From an optimization exercise on the open Yosys and OpenROAD flow, aimed at small area and a short achievable clock period; shortcuts taken in it are not production practice.
Where RTL was checked, it was by simulation tests only, not by an equivalence proof against the original.
No activity file was given, so power comes from the tool's default toggle rates.

## dacSubsystem
module dacSubsystem (
  input  logic             ck933,
  input  logic             rstN,
  input  logic             nCs,
  input  logic             nWe,
  input  logic             nRd,
  input  hostBusPkg::addrT addr,
  input  hostBusPkg::dataT wrData,
  output hostBusPkg::dataT rdData,
  input  dspPkg::sampleT   sample0,
  input  dspPkg::sampleT   sample1,
  input  dspPkg::sampleT   sample2,
  input  logic             sampleEn0,
  input  logic             sampleEn1,
  input  logic             sampleEn2,
  output logic             sclk,
  output logic             dacNCs0,
  output logic             dacNCs1,
  output logic             dacNCs2,
  output logic             sdioOut,
  output logic             sdioOe,
  input  logic             sdioIn,
  output dspPkg::dacWordT  dacWord0,
  output dspPkg::dacWordT  dacWord1,
  output dspPkg::dacWordT  dacWord2,
  output logic             dacRst,
  output logic             bsyncNLock,
  output logic             demodNLock
);
  hostBusPkg::offsetT wrOffset;
  hostBusPkg::dataT   serialRd;
  hostBusPkg::dataT   interpRd0;
  hostBusPkg::dataT   interpRd1;
  hostBusPkg::dataT   interpRd2;
  hostBusPkg::dataT   gpioOut;
  logic               serialWrEn;
  logic               interpWrEn0;
  logic               interpWrEn1;
  logic               interpWrEn2;
  logic               softReset;
  logic [2:0]         dacNCs;
  hostRegs hostRegs (
    .ck933       (ck933),
    .rstN        (rstN),
    .nCs         (nCs),
    .nWe         (nWe),
    .nRd         (nRd),
    .addr        (addr),
    .wrData      (wrData),
    .rdData      (rdData),
    .serialRd    (serialRd),
    .interpRd0   (interpRd0),
    .interpRd1   (interpRd1),
    .interpRd2   (interpRd2),
    .serialWrEn  (serialWrEn),
    .interpWrEn0 (interpWrEn0),
    .interpWrEn1 (interpWrEn1),
    .interpWrEn2 (interpWrEn2),
    .wrOffset    (wrOffset),
    .softReset   (softReset),
    .gpioOut     (gpioOut)
  );
  assign dacRst     = softReset;
  assign bsyncNLock = gpioOut[0];
  ...
For scale: roughly 160 I/O pins.
==> module interpolator, before the edit <==
module interpolator (
  input  logic               ck933,
  input  logic               rstN,
  input  logic               softReset,
  input  logic               wrEn,
  input  hostBusPkg::offsetT wrOffset,
  input  hostBusPkg::dataT   wrData,
  output hostBusPkg::dataT   rdData,
  input  dspPkg::sampleT     sample,
  input  logic               sampleEn,
  output dspPkg::dacWordT    dacWord
);
  localparam int fracW = 3;
  localparam int accW  = 18 + fracW + 1;
  localparam int diffW = 18 + 1;
  dspPkg::ratioT             ratio;
  logic signed [16-1:0] offset;
  logic signed [diffW-1:0]   diff;
  dspPkg::sampleT            target;
  logic signed [accW-1:0]    acc;
  logic signed [accW-1:0]    step;
  logic [3:0]                stepsLeft;
  logic [accW-1:0]           accNext;
  logic [diffW-1:0]          diffNext;
  logic [accW-3:0]           rndA;
  logic [accW-3:0]           rndB;
  logic [accW-3:0]           rndS;
  logic [accW-3:0]           rndC;
  logic [accW-3:0]           sum;
  logic signed [accW-7:0]    rounded;
  logic [14-1:0]         clipped;
  logic                      rst;
  assign rst = !rstN || softReset;
  assign step = $signed({diff, 3'b000}) >>> ratio;
  assign rndA    = {acc[accW-1], acc[accW-1:fracW]};
  assign rndB    = {{(accW-2-16){offset[16-1]}}, offset};
  assign rndS    = rndA ^ rndB ^ (accW-2)'(8);
  assign rndC    = ((rndA & rndB) | ((rndA | rndB) & (accW-2)'(8))) << 1;
  fastAdd #(.W(accW-2)) rndAdd (.a(rndS), .b(rndC), .cin(1'b0), .s(sum));
  assign rounded = sum[accW-3:4];
  fastAdd #(.W(accW)) accAdd (.a(acc), .b(step), .cin(1'b0), .s(accNext));
  fastAdd #(.W(diffW)) diffSub (
    .a   ({sample[18-1], sample}),
    .b   (~{target[18-1], target}),
    .cin (1'b1),
    .s   (diffNext)
  );
  always_comb begin
    if (rounded[accW-7:14-1] == '0 || rounded[accW-7:14-1] == '1) begin
      clipped = {~rounded[14-1], rounded[14-2:0]};
    end else begin
      clipped = {~rounded[accW-7], {(14-1){~rounded[accW-7]}}};
    end
  end
  always_ff @(posedge ck933) begin
    if (rst) begin
      ratio     <= '0;
      offset    <= '0;
      target    <= '0;
      acc       <= '0;
      stepsLeft <= '0;
      dacWord   <= 14'h2000;
    end else begin
      if (wrEn && (wrOffset == 2'd0)) begin
        ratio <= wrData[1:0];
      end
      if (wrEn && (wrOffset == 2'd1)) begin
        offset <= wrData;
      end
      if (sampleEn) begin
        target    <= sample;
        acc       <= {target[18-1], target, 3'b000};
        stepsLeft <= 4'd1 << ratio;
      end else if (stepsLeft != 4'd0) begin
        acc       <= accNext;
        stepsLeft <= stepsLeft - 1'b1;
      end
      dacWord <= clipped;
    end
  end
  always_ff @(posedge ck933) begin
    if (sampleEn) begin
      diff <= diffNext;
    end
  end
  always_comb begin
    rdData = '0;
    case (wrOffset)
      2'd0:  rdData[1:0] = ratio;
      2'd1: rdData = offset;
      default:     rdData = '0;
    endcase
  end
endmodule
export LEC_CHECK = 0
export ABC_AREA = 1
export CAP_MARGIN = 20
export CORE_MARGIN = 2
export CORE_UTILIZATION = 40
export SETUP_SLACK_MARGIN = 2.8
export SLEW_MARGIN = 20
create_clock -name core_clock -period 6.0 [get_ports {ck933}]
run.sh (not shown) runs the stock make flow with config.mk's settings and CLKGATE_MAP_FILE= SYNTH_SCRIPT=/design/flow/synth_recipe.tcl, a recipe that flattens the netlist after the stock synthesis.
Then changed:
--- a/flow/design.v
+++ b/flow/design.v
@@ -246,10 +246,13 @@
   logic signed [diffW-1:0]   diff;
   dspPkg::sampleT            target;
   logic signed [accW-1:0]    acc;
   logic signed [accW-1:0]    step;
   logic [3:0]                stepsLeft;
+  logic                      ramping;
+  logic [3:0]                stepSel;
+  logic [accW+2:0]           diffX;
   logic [accW-1:0]           accNext;
   logic [diffW-1:0]          diffNext;
   logic [accW-3:0]           rndA;
   logic [accW-3:0]           rndB;
   logic [accW-3:0]           rndS;
@@ -257,11 +260,19 @@
   logic [accW-3:0]           sum;
   logic signed [accW-7:0]    rounded;
   logic [14-1:0]         clipped;
   logic                      rst;
   assign rst = !rstN || softReset;
-  assign step = $signed({diff, 3'b000}) >>> ratio;
+  assign ramping = (stepsLeft != 4'd0);
+  assign stepSel = {4{ramping}} & (4'b0001 << ratio);
+  assign diffX   = {{3{diff[diffW-1]}}, diff, 3'b000};
+  always_comb begin
+    for (int i = 0; i < accW; i++) begin
+      step[i] = (stepSel[0] & diffX[i]) | (stepSel[1] & diffX[i + 1]) |
+                (stepSel[2] & diffX[i + 2]) | (stepSel[3] & diffX[i + 3]);
+    end
+  end
   assign rndA    = {acc[accW-1], acc[accW-1:fracW]};
   assign rndB    = {{(accW-2-16){offset[16-1]}}, offset};
   assign rndS    = rndA ^ rndB ^ (accW-2)'(8);
   assign rndC    = ((rndA & rndB) | ((rndA | rndB) & (accW-2)'(8))) << 1;
   fastAdd #(.W(accW-2)) rndAdd (.a(rndS), .b(rndC), .cin(1'b0), .s(sum));
@@ -297,13 +308,15 @@
       end
       if (sampleEn) begin
         target    <= sample;
         acc       <= {target[18-1], target, 3'b000};
         stepsLeft <= 4'd1 << ratio;
-      end else if (stepsLeft != 4'd0) begin
+      end else begin
         acc       <= accNext;
-        stepsLeft <= stepsLeft - 1'b1;
+        if (ramping) begin
+          stepsLeft <= stepsLeft - 1'b1;
+        end
       end
       dacWord <= clipped;
     end
   end
   always_ff @(posedge ck933) begin
The new run finished clean. Fmax goes down by 5.6%. Total power goes up by 4.1%. Register-to-register slack is worse by 0.26 ns. Worst hold slack is better by 0.015 ns. Final area goes up by 5.0%. Global-route usage goes up by 1.8 points. Die area goes down by 2.3%. Critical path depth goes up by 8. Synthesized area goes down by 2.3%. Worst setup slack is worse by 0.18 ns. Utilization goes up by 3.6 points.
No run of this note included a check of the RTL's function; only the layout flow was run.

========
dacSubsystem, a different RTL version from the one above (not shown whole).
Size: ~3000 cells after synthesis, roughly 360 flip-flops, ~22000 sq um of cells after synthesis.
==> module interpolator, before the edit <==
module interpolator (
  input  logic               ck933,
  input  logic               rstN,
  input  logic               softReset,
  input  logic               wrEn,
  input  hostBusPkg::offsetT wrOffset,
  input  hostBusPkg::dataT   wrData,
  output hostBusPkg::dataT   rdData,
  input  dspPkg::sampleT     sample,
  input  logic               sampleEn,
  output dspPkg::dacWordT    dacWord
);
  localparam int fracW = 3;
  localparam int accW  = 18 + fracW + 1;
  localparam int diffW = 18 + 1;
  dspPkg::ratioT             ratio;
  logic signed [16-1:0] offset;
  logic signed [diffW-1:0]   diff;
  dspPkg::sampleT            target;
  logic [accW-1:0]           accB;
  logic                      accTop;
  logic [diffW-1:0]          tgtP8;
  logic signed [accW-1:0]    step;
  logic [3:0]                stepsLeft;
  logic                      ramping;
  logic [3:0]                stepSel;
  logic [accW+2:0]           diffX;
  logic [accW-1:0]           accNext;
  logic [diffW-1:0]          diffNext;
  logic [accW-3:0]           rndA;
  logic [accW-3:0]           rndB;
  logic [accW-3:0]           sum;
  logic signed [accW-7:0]    rounded;
  logic [14-1:0]         clipped;
  logic                      rst;
  assign rst = !rstN || softReset;
  assign ramping = (stepsLeft != 4'd0);
  assign stepSel = {4{ramping}} & (4'b0001 << ratio);
  assign diffX   = {{3{diff[diffW-1]}}, diff, 3'b000};
  always_comb begin
    for (int i = 0; i < accW; i++) begin
      step[i] = (stepSel[0] & diffX[i]) | (stepSel[1] & diffX[i + 1]) |
                (stepSel[2] & diffX[i + 2]) | (stepSel[3] & diffX[i + 3]);
    end
  end
  assign accTop  = accB[accW-1] & |accB[accW-2:6];
  assign rndA    = {accTop, accB[accW-1:fracW]};
  assign rndB    = {{(accW-2-16){offset[16-1]}}, offset};
  fastAdd #(.W(accW-2)) rndAdd (.a(rndA), .b(rndB), .cin(1'b0), .s(sum));
  assign rounded = sum[accW-3:4];
  fastAdd #(.W(accW)) accAdd (.a(accB), .b(step), .cin(1'b0), .s(accNext));
  assign tgtP8 = {target[18-1], target} + diffW'(8);
  fastAdd #(.W(diffW)) diffSub (
    .a   ({sample[18-1], sample}),
    .b   (~{target[18-1], target}),
    .cin (1'b1),
    .s   (diffNext)
  );
  always_comb begin
    if (rounded[accW-7:14-1] == '0 || rounded[accW-7:14-1] == '1) begin
      clipped = {~rounded[14-1], rounded[14-2:0]};
    end else begin
      clipped = {~rounded[accW-7], {(14-1){~rounded[accW-7]}}};
    end
  end
  always_ff @(posedge ck933) begin
    if (rst) begin
      ratio     <= '0;
      offset    <= '0;
      target    <= '0;
      accB      <= accW'(64);
      stepsLeft <= '0;
      dacWord   <= 14'h2000;
    end else begin
      if (wrEn && (wrOffset == 2'd0)) begin
        ratio <= wrData[1:0];
      end
      if (wrEn && (wrOffset == 2'd1)) begin
        offset <= wrData;
      end
      if (sampleEn) begin
        target    <= sample;
        accB      <= {tgtP8, 3'b000};
        stepsLeft <= 4'd1 << ratio;
      end else begin
        accB      <= accNext;
        if (ramping) begin
          stepsLeft <= stepsLeft - 1'b1;
        end
      end
      dacWord <= clipped;
    end
  end
  always_ff @(posedge ck933) begin
    if (sampleEn) begin
      diff <= diffNext;
    end
  end
  always_comb begin
    rdData = '0;
    case (wrOffset)
      2'd0:  rdData[1:0] = ratio;
      2'd1: rdData = offset;
      default:     rdData = '0;
    endcase
  end
endmodule
export LEC_CHECK = 0
export ABC_AREA = 1
export CAP_MARGIN = 20
export CORE_MARGIN = 2
export CORE_UTILIZATION = 40
export SETUP_SLACK_MARGIN = 2.8
export SLEW_MARGIN = 20
create_clock -name core_clock -period 6.0 [get_ports {ck933}]
The baseline completed with no timing, DRC or antenna violations.
Rerun with:
--- a/flow/design.v
+++ b/flow/design.v
@@ -251,6 +251,8 @@
   logic signed [accW-1:0]    step;
   logic [3:0]                stepsLeft;
   logic                      ramping;
+  logic                      rampNext;
+  logic [1:0]                ratioNext;
   logic [3:0]                stepSel;
   logic [accW+2:0]           diffX;
   logic [accW-1:0]           accNext;
@@ -262,8 +264,9 @@
   logic [14-1:0]         clipped;
   logic                      rst;
   assign rst = !rstN || softReset;
-  assign ramping = (stepsLeft != 4'd0);
-  assign stepSel = {4{ramping}} & (4'b0001 << ratio);
+  assign ramping   = |stepSel;
+  assign ratioNext = (wrEn && (wrOffset == 2'd0)) ? wrData[1:0] : ratio;
+  assign rampNext  = sampleEn || (ramping && (stepsLeft != 4'd1));
   assign diffX   = {{3{diff[diffW-1]}}, diff, 3'b000};
   always_comb begin
     for (int i = 0; i < accW; i++) begin
@@ -298,11 +301,11 @@
       target    <= '0;
       accB      <= accW'(64);
       stepsLeft <= '0;
+      stepSel   <= '0;
       dacWord   <= 14'h2000;
     end else begin
-      if (wrEn && (wrOffset == 2'd0)) begin
-        ratio <= wrData[1:0];
-      end
+      ratio   <= ratioNext;
+      stepSel <= {4{rampNext}} & (4'b0001 << ratioNext);
       if (wrEn && (wrOffset == 2'd1)) begin
         offset <= wrData;
       end
What happened: First-iteration DRC count fell by 12%; total power falls by 6.8%; cell area is lower by 2.8%; via count drops by 0.86%; area after synthesis came out higher by 2.4%; worst setup slack gains 0.28 ns; wire length falls by 5.6%; core utilization fell by 2.7 points; flip-flop and latch count is higher by 12.
Only the layout flow was run in the first run of this note; the RTL was not checked for function there.

========
Setup of red:
dacSubsystem, a different RTL version from the one above (not shown whole).
Size: ~3600 cells after synthesis, ~370 flip-flops, ~160 I/O pins.
==> module interpolator, before the edit <==
module interpolator (
  input  logic               ck933,
  input  logic               rstN,
  input  logic               softReset,
  input  logic               wrEn,
  input  hostBusPkg::offsetT wrOffset,
  input  hostBusPkg::dataT   wrData,
  output hostBusPkg::dataT   rdData,
  input  dspPkg::sampleT     sample,
  input  logic               sampleEn,
  output dspPkg::dacWordT    dacWord
);
  localparam int fracW = 3;
  localparam int accW  = 18 + fracW + 1;
  localparam int diffW = 18 + 1;
  dspPkg::ratioT             ratio;
  logic signed [16-1:0] offset;
  logic signed [diffW-1:0]   diff;
  dspPkg::sampleT            target;
  logic [accW-1:0]           accB;
  logic                      accTop;
  logic [diffW-1:0]          tgtP8;
  logic signed [accW-1:0]    step;
  logic [3:0]                stepsLeft;
  logic                      ramping;
  logic                      rampNext;
  logic [1:0]                ratioNext;
  logic [3:0]                stepSel;
  logic [accW+2:0]           diffX;
  logic [accW-1:0]           accNext;
  logic [diffW-1:0]          diffNext;
  logic [accW-3:0]           rndA;
  logic [accW-3:0]           rndB;
  logic [accW-3:0]           sum;
  logic signed [accW-7:0]    rounded;
  logic [14-1:0]         clipped;
  logic                      rst;
  assign rst = !rstN || softReset;
  assign ramping   = |stepSel;
  assign ratioNext = (wrEn && (wrOffset == 2'd0)) ? wrData[1:0] : ratio;
  assign rampNext  = sampleEn || (ramping && (stepsLeft != 4'd1));
  assign diffX   = {{3{diff[diffW-1]}}, diff, 3'b000};
  always_comb begin
    for (int i = 0; i < accW; i++) begin
      step[i] = (stepSel[0] & diffX[i]) | (stepSel[1] & diffX[i + 1]) |
                (stepSel[2] & diffX[i + 2]) | (stepSel[3] & diffX[i + 3]);
    end
  end
  assign accTop  = accB[accW-1] & |accB[accW-2:6];
  assign rndA    = {accTop, accB[accW-1:fracW]};
  assign rndB    = {{(accW-2-16){offset[16-1]}}, offset};
  fastAdd #(.W(accW-2)) rndAdd (.a(rndA), .b(rndB), .cin(1'b0), .s(sum));
  assign rounded = sum[accW-3:4];
  fastAdd #(.W(accW)) accAdd (.a(accB), .b(step), .cin(1'b0), .s(accNext));
  assign tgtP8 = {target[18-1], target} + diffW'(8);
  fastAdd #(.W(diffW)) diffSub (
    .a   ({sample[18-1], sample}),
    .b   (~{target[18-1], target}),
    .cin (1'b1),
    .s   (diffNext)
  );
  always_comb begin
    if (rounded[accW-7:14-1] == '0 || rounded[accW-7:14-1] == '1) begin
      clipped = {~rounded[14-1], rounded[14-2:0]};
    end else begin
      clipped = {~rounded[accW-7], {(14-1){~rounded[accW-7]}}};
    end
  end
  always_ff @(posedge ck933) begin
    if (rst) begin
      ratio     <= '0;
      offset    <= '0;
      target    <= '0;
      accB      <= accW'(64);
      stepsLeft <= '0;
      stepSel   <= '0;
      dacWord   <= 14'h2000;
    end else begin
      ratio   <= ratioNext;
      stepSel <= {4{rampNext}} & (4'b0001 << ratioNext);
      if (wrEn && (wrOffset == 2'd1)) begin
        offset <= wrData;
      end
      if (sampleEn) begin
        target    <= sample;
        accB      <= {tgtP8, 3'b000};
        stepsLeft <= 4'd1 << ratio;
      end else begin
        accB      <= accNext;
        if (ramping) begin
          stepsLeft <= stepsLeft - 1'b1;
        end
      end
      dacWord <= clipped;
    end
  end
  always_ff @(posedge ck933) begin
    if (sampleEn) begin
      diff <= diffNext;
    end
  end
  always_comb begin
    rdData = '0;
    case (wrOffset)
      2'd0:  rdData[1:0] = ratio;
      2'd1: rdData = offset;
      default:     rdData = '0;
    endcase
  end
endmodule
clock: 6.0 ns
lec_check: 0
abc_area: 1
cap_margin: 20
core_margin: 2
core_utilization: 40
cts_cluster_diameter: 80
cts_cluster_size: 22
setup_slack_margin: 3.5
slew_margin: 20
standard.sh (not shown) runs the stock make flow with config.mk's settings and CLKGATE_MAP_FILE= SYNTH_SCRIPT=/design/flow/synth_recipe.tcl, a recipe that flattens the netlist after the stock synthesis.
==> flow/flow/run.sh <==
#!/bin/bash
# Standard synthesis without the full/half-adder cell mapping (registers are unchanged), then
# the standard layout; the resizer may pick any cell of the same function (not only one with
# the same footprint), and the port buffers are plain buffers.
set -euo pipefail
bash standard.sh ADDER_MAP_FILE= synth > synth.log 2>&1
bash standard.sh ADDER_MAP_FILE= MATCH_CELL_FOOTPRINT=0 "BUFFER_PORTS_ARGS=-buffer_cell sky130_fd_sc_hd__buf_1" finish > layout.log 2>&1
Here is what was changed in the inputs of green compared with red.
==> flow/design.v, changed modules only <==
module interpolator (
  input  logic               ck933,
  input  logic               rstN,
  input  logic               softReset,
  input  logic               wrEn,
  input  hostBusPkg::offsetT wrOffset,
  input  hostBusPkg::dataT   wrData,
  output hostBusPkg::dataT   rdData,
  input  dspPkg::sampleT     sample,
  input  logic               sampleEn,
  output dspPkg::dacWordT    dacWord
);
  localparam int fracW = 3;
  localparam int accW  = 18 + fracW + 1;
  localparam int diffW = 18 + 1;
  dspPkg::ratioT             ratio;
  logic signed [16-1:0] offset;
  logic signed [diffW-1:0]   diff;
  dspPkg::sampleT            target;
  logic [accW-1:0]           accB;
  logic                      accTop;
  logic [diffW-1:0]          tgtP8;
  logic signed [accW-1:0]    step;
  logic [3:0]                stepsLeft;
  logic                      ramping;
  logic                      rampNext;
  logic [1:0]                ratioNext;
  logic [3:0]                stepSel;
  logic [accW+2:0]           diffX;
  logic [accW-1:0]           accNext;
  logic [diffW-1:0]          diffNext;
  logic [accW-3:0]           rndA;
  logic [accW-3:0]           rndB;
  logic [accW-3:0]           sum;
  logic signed [accW-7:0]    rounded;
  logic [14-1:0]         clipped;
  logic                      rst;
  assign rst = !rstN || softReset;
  assign ramping   = |stepSel;
  assign ratioNext = (wrEn && (wrOffset == 2'd0)) ? wrData[1:0] : ratio;
  assign rampNext  = sampleEn || (ramping && (stepsLeft != 4'd1));
  assign diffX   = {{3{diff[diffW-1]}}, diff, 3'b000};
  always_comb begin
    for (int i = 0; i < accW; i++) begin
      step[i] = (stepSel[0] & diffX[i]) | (stepSel[1] & diffX[i + 1]) |
                (stepSel[2] & diffX[i + 2]) | (stepSel[3] & diffX[i + 3]);
    end
  end
  assign accTop  = accB[accW-1] & |accB[accW-2:6];
  assign rndA    = {accTop, accB[accW-1:fracW]};
  assign rndB    = {{(accW-2-16){offset[16-1]}}, offset};
  bkAdd #(.W(accW-2)) rndAdd (.a(rndA), .b(rndB), .cin(1'b0), .s(sum));
  assign rounded = sum[accW-3:4];
  fastAdd #(.W(accW)) accAdd (.a(accB), .b(step), .cin(1'b0), .s(accNext));
  assign tgtP8 = {target[18-1], target} + diffW'(8);
  bkAdd #(.W(diffW)) diffSub (
    .a   ({sample[18-1], sample}),
    .b   (~{target[18-1], target}),
    .cin (1'b1),
    .s   (diffNext)
  );
  always_comb begin
    if (rounded[accW-7:14-1] == '0 || rounded[accW-7:14-1] == '1) begin
      clipped = {~rounded[14-1], rounded[14-2:0]};
    end else begin
      clipped = {~rounded[accW-7], {(14-1){~rounded[accW-7]}}};
    end
  end
  always_ff @(posedge ck933) begin
    if (rst) begin
      ratio     <= '0;
      offset    <= '0;
      target    <= '0;
      accB      <= accW'(64);
      stepsLeft <= '0;
      stepSel   <= '0;
      dacWord   <= 14'h2000;
    end else begin
      ratio   <= ratioNext;
      stepSel <= {4{rampNext}} & (4'b0001 << ratioNext);
      if (wrEn && (wrOffset == 2'd1)) begin
        offset <= wrData;
      end
      if (sampleEn) begin
        target    <= sample;
        accB      <= {tgtP8, 3'b000};
        stepsLeft <= 4'd1 << ratio;
      end else begin
        accB      <= accNext;
        if (ramping) begin
          stepsLeft <= stepsLeft - 1'b1;
        end
      end
      dacWord <= clipped;
    end
  end
  always_ff @(posedge ck933) begin
    if (sampleEn) begin
      diff <= diffNext;
    end
  end
  always_comb begin
    rdData = '0;
    case (wrOffset)
      2'd0:  rdData[1:0] = ratio;
      2'd1: rdData = offset;
      default:     rdData = '0;
    endcase
  end
endmodule
module bkAdd #(
  parameter int W = 20
) (
  input  logic [W-1:0] a,
  input  logic [W-1:0] b,
  input  logic         cin,
  output logic [W-1:0] s
);
  localparam int L = $clog2(W);
  logic [W-1:0] p;
  logic [W-1:0] g;
  logic [W-1:0] t;
  always_comb begin
    p = a ^ b;
    g = (a & b) | {{(W-1){1'b0}}, p[0] & cin};
    t = p;
    for (int l = 0; l < L; l++) begin
      for (int i = 0; i < W; i++) begin
        if (((i + 1) % (1 << (l + 1))) == 0) begin
          g[i] = g[i] | (t[i] & g[i - (1 << l)]);
          t[i] = t[i] & t[i - (1 << l)];
        end
      end
    end
    for (int l = L - 2; l >= 0; l--) begin
      for (int i = 0; i < W; i++) begin
        if ((((i + 1) % (1 << (l + 1))) == (1 << l)) && (i >= (1 << (l + 1)))) begin
          g[i] = g[i] | (t[i] & g[i - (1 << l)]);
          t[i] = t[i] & t[i - (1 << l)];
        end
      end
    end
    s = p ^ {g[W-2:0], cin};
  end
endmodule
Findings:
- In green relative to red, total power had gone down by a few percent.
- green vs red: non-clock buffer count down
- green has less setup slack than red.
- red reports its last element of the critical path as rdData[0] while green reports rdData[15].
- NOTE final wirelength red->green decreased slightly
- red → green: count of placed standard cells in the final layout, fillers left out dropped 79, final clock period utilization by the worst path picked up an extra 0.86 points.
- Number of fill cells in the layout shrinks slightly when moving from red to green.
- In the flow results for red and green, the final-layout worst hold slack is smaller on red.
- Against red, green reports a area of combinational cells with multiple inputs that is lower.

[what the ideal ports hide]
Ports are ideal in the flow. The routed layouts listed here were re-timed in OpenROAD.
Step 1, drivers: a clkbuf_16 drives ck933 and a buf_2 each remaining input, both assumed.
Step 2 moves the port delays by t, midway between the first and last clock arrival at a register: inputs arrive t later, outputs are due t later. That takes back most of the time a late clock gives input paths.
Three values: ideal, step 1, step 2; two values: the first two.
run | shift t [ns] | slack for setup (ns) | worst slew at a driven data input, ns | cell pins on the clock port's net
the first run of note 1 | 0.632 | 2.890 / 2.923 / 2.291 | 0.05 | 1
the second run of note 1 | 0.633 | 2.706 / 2.706 / 2.264 | 0.06 | 1
the first run of note 2 | 0.631 | 2.530 / 2.529 / 2.013 | 0.10 | 1
the second run of note 2 | 0.636 | 2.805 / 2.840 / 2.204 | 0.11 | 1
red | 0.653 | 3.562 / 3.501 / 2.932 | 0.14 | 1
green | 0.617 | 3.511 / 3.454 / 3.000 | 0.12 | 1
After both steps setup and hold are still met in every run listed. For red, which loses most, drivers alone change the setup slack by -0.061 ns; drivers and shift together by -0.630 ns.
